From an optimization exercise on the open Yosys and OpenROAD flow, aimed at small area, a short achievable clock period and few clock cycles; shortcuts taken in it are not production practice.
Where RTL was checked, it was by simulation tests only, not by an equivalence proof against the original.

Setup of run 1:
==> flow/design.v (excerpt) <==
module mdu_sequencer (
    input  logic        clk,
    input  logic        rst,
    input  logic        startE,
    input  logic        mulOrdivE,
    input  logic        mdIsSignE,
    input  logic [31:0] srcaE,
    input  logic [31:0] srcbE,
    input  logic        flushE,
    input  logic        advE,
    output logic        stallMdE,
    output logic        readyE,
    output logic [31:0] hiE,
    output logic [31:0] loE
);
Settings: LEC_CHECK=0, ABC_AREA=1, CAP_MARGIN=20, CORE_MARGIN=2, CORE_UTILIZATION=40, SETUP_SLACK_MARGIN=5, SLEW_MARGIN=20; clock period 11.0 ns.
run.sh (not shown) runs the stock make flow with config.mk's settings and CLKGATE_MAP_FILE= SYNTH_SCRIPT=/design/flow/synth_recipe.tcl, a recipe that flattens the netlist after the stock synthesis.
Run 1 has completed all stages; timing, DRC and antenna checks passed.
### run 1 -> run 2
- SETUP_SLACK_MARGIN no longer set, was 5
==> flow/flow/run.sh (new file) <==
#!/bin/bash
set -euo pipefail
MARGIN=5.8
sed 's/"\${@:-finish}"/SETUP_SLACK_MARGIN='"$MARGIN"' "${@:-finish}"/' standard.sh > standard_margin.sh
grep -q "SETUP_SLACK_MARGIN=$MARGIN" standard_margin.sh
bash standard_margin.sh > flow_standard.log 2>&1
==> flow/standard.sh (new file) <==
#!/bin/bash
# synth_recipe.tcl (not shown) runs the flow's synth.tcl, then flattens the netlist and writes it again
# the make line also repeats each setting of config.mk as NAME=value (left out here)
make -C /OpenROAD-flow-scripts/flow DESIGN_CONFIG=/design/flow/config.mk WORK_HOME=/design/flow/orfs CLKGATE_MAP_FILE= SYNTH_SCRIPT=/design/flow/synth_recipe.tcl "${@:-finish}"
removed: flow/run.sh
--- outcome ---
- Run 2 vs. run 1: utilization after layout went up by 4.8 points.
- met5 as the highest metal layer with signal wires was reported by run 2, and met4 by run 1.
- Higher met3 global-route usage goes to run 2 over run 1.
Function was not checked in any run of this note: the RTL went through the layout flow alone.


mdu_sequencer, a different RTL version from the one above (not shown whole).
Size in the first run: about 2000 cells after synthesis, ~130 flip-flops, ~140 I/O pins, about 0.017 mm2 of cells after synthesis.
## mdu_sequencer
module mdu_sequencer (
    input  logic        clk,
    input  logic        rst,
    input  logic        startE,
    input  logic        mulOrdivE,
    input  logic        mdIsSignE,
    input  logic [31:0] srcaE,
    input  logic [31:0] srcbE,
    input  logic        flushE,
    input  logic        advE,
    output logic        stallMdE,
    output logic        readyE,
    output logic [31:0] hiE,
    output logic [31:0] loE
);
Settings: LEC_CHECK=0, CAP_MARGIN=20, CORE_MARGIN=2, CORE_UTILIZATION=50, CTS_BUF_LIST=sky130_fd_sc_hd__clkbuf_4 sky130_fd_sc_hd__clkbuf_8, SLEW_MARGIN=20; clock period 11.0 ns.
standard.sh (not shown) runs the stock make flow with config.mk's settings and CLKGATE_MAP_FILE= SYNTH_SCRIPT=/design/flow/synth_recipe.tcl, a recipe that flattens the netlist after the stock synthesis.
==> flow/flow/run.sh <==
#!/bin/bash
set -euo pipefail
ARGS='BUFFER_PORTS_ARGS=-buffer_cell sky130_fd_sc_hd__buf_1'
MARGIN='SETUP_SLACK_MARGIN=6.3'
sed "s/\"\\\${@:-finish}\"/'$ARGS' $MARGIN \"\${@:-finish}\"/" standard.sh > standard_tuned.sh
grep -q "buffer_cell" standard_tuned.sh
grep -q "SETUP_SLACK_MARGIN=6.3" standard_tuned.sh
bash standard_tuned.sh > flow_standard.log 2>&1
The baseline passed the timing, DRC and antenna checks.
Testbench counts at the start, summed over its fixed seeds: cycles 66,941.
Then changed:
--- a/flow/flow/run.sh
+++ b/flow/flow/run.sh
@@ -4 +4 @@
-MARGIN='SETUP_SLACK_MARGIN=6.3'
+MARGIN='SETUP_SLACK_MARGIN=6.1'
@@ -7 +7 @@
-grep -q "SETUP_SLACK_MARGIN=6.3" standard_tuned.sh
+grep -q "SETUP_SLACK_MARGIN=6.1" standard_tuned.sh
- ABC_AREA: not set -> 1
Effect:
- wire length goes up by a little under a tenth
Then changed:
- ABC_AREA: 1 -> not set
The new run finished clean. Design area rose by 2.6%. Cell count fell by 24%. Worst hold slack improves by 4.7 ps. Die area fell by 3.8%. Non-clock buffer count rose by 50. Routed wire length fell by 8.9%. Register-to-register slack degrades by 130 ps. Core utilization rose by 3.5 points.


north:
Another version of the RTL of mdu_sequencer (not shown whole).
For scale: about 2,100 cells after synthesis, roughly 120 flip-flops, ~14,000 µm² of cells after synthesis.
// mdu_sequencer
module mdu_sequencer (
    input  logic        clk,
    input  logic        rst,
    input  logic        startE,
    input  logic        mulOrdivE,
    input  logic        mdIsSignE,
    input  logic [31:0] srcaE,
    input  logic [31:0] srcbE,
    input  logic        flushE,
    input  logic        advE,
    output logic        stallMdE,
    output logic        readyE,
    output logic [31:0] hiE,
    output logic [31:0] loE
);
clock: 11.0 ns
lec_check: 0
abc_area: 1
cap_margin: 20
core_margin: 2
core_utilization: 65
cts_buf_list: sky130_fd_sc_hd__clkbuf_4 sky130_fd_sc_hd__clkbuf_8
setup_slack_margin: 5
slew_margin: 20
==> flow/flow/run.sh <==
#!/bin/bash
# The standard layout, with the port buffers made from the smallest buffer cell.
set -euo pipefail
ARGS='BUFFER_PORTS_ARGS=-buffer_cell sky130_fd_sc_hd__buf_1'
sed "s/\"\\\${@:-finish}\"/'$ARGS' \"\${@:-finish}\"/" standard.sh > standard_ports.sh
grep -q "buffer_cell" standard_ports.sh
bash standard_ports.sh > flow_standard.log 2>&1
north | status: complete | timing, DRC, antenna: pass
Edits applied to the flow inputs when going from north to south:
Settings: CORE_UTILIZATION: 65 -> 40; CTS_BUF_LIST: sky130_fd_sc_hd__clkbuf_4 sky130_fd_sc_hd__clkbuf_8 -> unset.
==> flow/run.sh (new file) <==
#!/bin/bash
# synth_recipe.tcl (not shown) runs the flow's synth.tcl, then flattens the netlist and writes it again
# the make line also repeats each setting of config.mk as NAME=value (left out here)
make -C /OpenROAD-flow-scripts/flow DESIGN_CONFIG=/design/flow/config.mk WORK_HOME=/design/flow/orfs CLKGATE_MAP_FILE= SYNTH_SCRIPT=/design/flow/synth_recipe.tcl finish
removed: flow/flow/run.sh
removed: flow/standard.sh
Findings:
north → south: final cell count went up by 186, number of hold-repair buffers added at the cts stage neither gained nor lost much.
Diff south and north: area growth from synthesis to layout higher in south
| final period demand of the worst path | south vs north | better |
Of south and north, south shows the higher final area, with north below it.
Modified inputs, east compared to south
Settings: CORE_UTILIZATION: 40 -> 65; CTS_BUF_LIST: unset -> sky130_fd_sc_hd__clkbuf_4 sky130_fd_sc_hd__clkbuf_8.
## What came out
Looking at the reports, east completed the entire flow and the layout it produced met the timing, DRC and antenna checks.
east: fraction of the core area covered by cells at the end of the flow is 27 points higher than what south reported.
Relative to south, clock-pin slew on the worst setup and hold paths has increased by 0.03 ns in east.
Looking at area of the core region across both flows, east is the stronger of the two, with south trailing.
No run of this note included a check of the RTL's function; only the layout flow was run.


Setup of oak:
mdu_sequencer, a different RTL version from the one above (not shown whole).
Size: ~2,000 cells after synthesis, roughly 110 flip-flops, about 140 I/O pins, roughly 0.014 mm2 of cells after synthesis.
Settings: LEC_CHECK=0, ABC_AREA=1, CAP_MARGIN=20, CORE_MARGIN=2, CORE_UTILIZATION=40, SLEW_MARGIN=20; clock period 11.0 ns.
run.sh (not shown) runs the stock make flow with config.mk's settings and CLKGATE_MAP_FILE= SYNTH_SCRIPT=/design/flow/synth_recipe.tcl, a recipe that flattens the netlist after the stock synthesis.
Stock flow here: none of the scripts above is used.
Testbench counts of oak, summed over its fixed seeds: cycles 82,306.
Modified inputs, pine compared to oak
-- flow/config.mk --
<<< oak, line 12
>>> pine, line 12
export SETUP_SLACK_MARGIN = 5
Findings:
pine against oak: minimum period implied by the final worst setup slack lost 1.51 ns, count of cells along the worst register-to-register path went down by 4.


mdu_sequencer, a different RTL version from the one above (not shown whole).
For scale: ~2800 cells after synthesis, ~130 flip-flops, roughly 140 I/O pins, about 0.018 mm² of cells after synthesis.
export LEC_CHECK = 0
export ABC_AREA = 1
export CAP_MARGIN = 20
export CORE_MARGIN = 2
export CORE_UTILIZATION = 50
export CTS_BUF_LIST = sky130_fd_sc_hd__clkbuf_4 sky130_fd_sc_hd__clkbuf_8
export SLEW_MARGIN = 20
create_clock -name core_clock -period 11.0 [get_ports {clk}]
standard.sh (not shown) runs the stock make flow with config.mk's settings and CLKGATE_MAP_FILE= SYNTH_SCRIPT=/design/flow/synth_recipe.tcl, a recipe that flattens the netlist after the stock synthesis.
==> flow/flow/run.sh <==
#!/bin/bash
set -euo pipefail
ARGS='BUFFER_PORTS_ARGS=-buffer_cell sky130_fd_sc_hd__buf_1'
MARGIN='SETUP_SLACK_MARGIN=5.9'
sed "s/\"\\\${@:-finish}\"/'$ARGS' $MARGIN \"\${@:-finish}\"/" standard.sh > standard_tuned.sh
grep -q "buffer_cell" standard_tuned.sh
grep -q "SETUP_SLACK_MARGIN=5.9" standard_tuned.sh
bash standard_tuned.sh > flow_standard.log 2>&1
The first run ran to the end with no violations.
Testbench counts at the start, summed over its fixed seeds: cycles 66,941.
Edit:
==> flow/flow/run.sh (replaced) <==
#!/bin/bash
set -euo pipefail
ARGS='BUFFER_PORTS_ARGS=-buffer_cell sky130_fd_sc_hd__buf_1'
MARGIN='SETUP_SLACK_MARGIN=6.1'
sed "s/\"\\\${@:-finish}\"/'$ARGS' $MARGIN \"\${@:-finish}\"/" standard.sh > standard_tuned.sh
grep -q "buffer_cell" standard_tuned.sh
grep -q "SETUP_SLACK_MARGIN=6.1" standard_tuned.sh
bash standard_tuned.sh > flow_standard.log 2>&1
Worst setup slack gains 120 ps. Sequential share of layout area falls by 0.21 points. Count of clock-buffer cells in the layout does not change. Fmax rises by about 2.5%. Routed wire length rises by about 0.9%. Utilization rises by 0.59 points.

[re-timing with driven ports]
The flow's constraints put no driver on any port. The routed layouts listed below were extracted and timed again, unchanged, in two steps.
Step 1 sets driving cells, clkbuf_16 on the clock port and buf_2 on the other inputs (assumed; they add their load-dependent delay and slew).
Step 2 times the ports against the registers' clock, not the clock port: input delays grow and output delays shrink by t, the midpoint of the rising clock arrivals with the driver on.
Three values: no drivers, after step 1, after step 2; two values: the first two.
| run | t (ns) | slack for setup (ns) | worst register clock-pin slew, ns | cell pins on the clock port's net |
|---|---|---|---|---|
| run 1 | 0.484 | 4.872 / 4.872 / 4.692 | 0.07 / 0.07 | 1 |
| run 2 | 0.483 | 4.827 / 4.827 / 4.827 | 0.07 / 0.07 | 1 |
| the first run of note 2 | 0.536 | 6.100 / 6.064 / 5.649 | 0.09 / 0.09 | 1 |
| the second run of note 2 | 0.532 | 6.121 / 6.084 / 5.763 | 0.09 / 0.09 | 1 |
| the third run of note 2 | 0.535 | 6.066 / 6.060 / 5.613 | 0.09 / 0.09 | 1 |
| north | 0.506 | 5.063 / 5.063 / 5.063 | 0.08 / 0.08 | 1 |
| south | 0.499 | 5.201 / 5.178 / 4.810 | 0.07 / 0.07 | 1 |
| east | 0.485 | 5.180 / 5.147 / 4.796 | 0.09 / 0.09 | 1 |
| oak | 0.485 | 3.540 / 3.540 / 3.540 | 0.07 / 0.07 | 1 |
| pine | 0.486 | 5.045 / 5.027 / 4.826 | 0.07 / 0.07 | 1 |
| the first run of note 5 | 0.524 | 5.995 / 5.984 / 5.497 | 0.09 / 0.09 | 1 |
| the second run of note 5 | 0.530 | 6.119 / 6.081 / 5.759 | 0.09 / 0.09 | 1 |
After both steps every run listed still meets setup and hold. The setup slack of the first run of note 5, which loses most, moves by -0.011 ns with the drivers and by -0.498 ns with both steps.
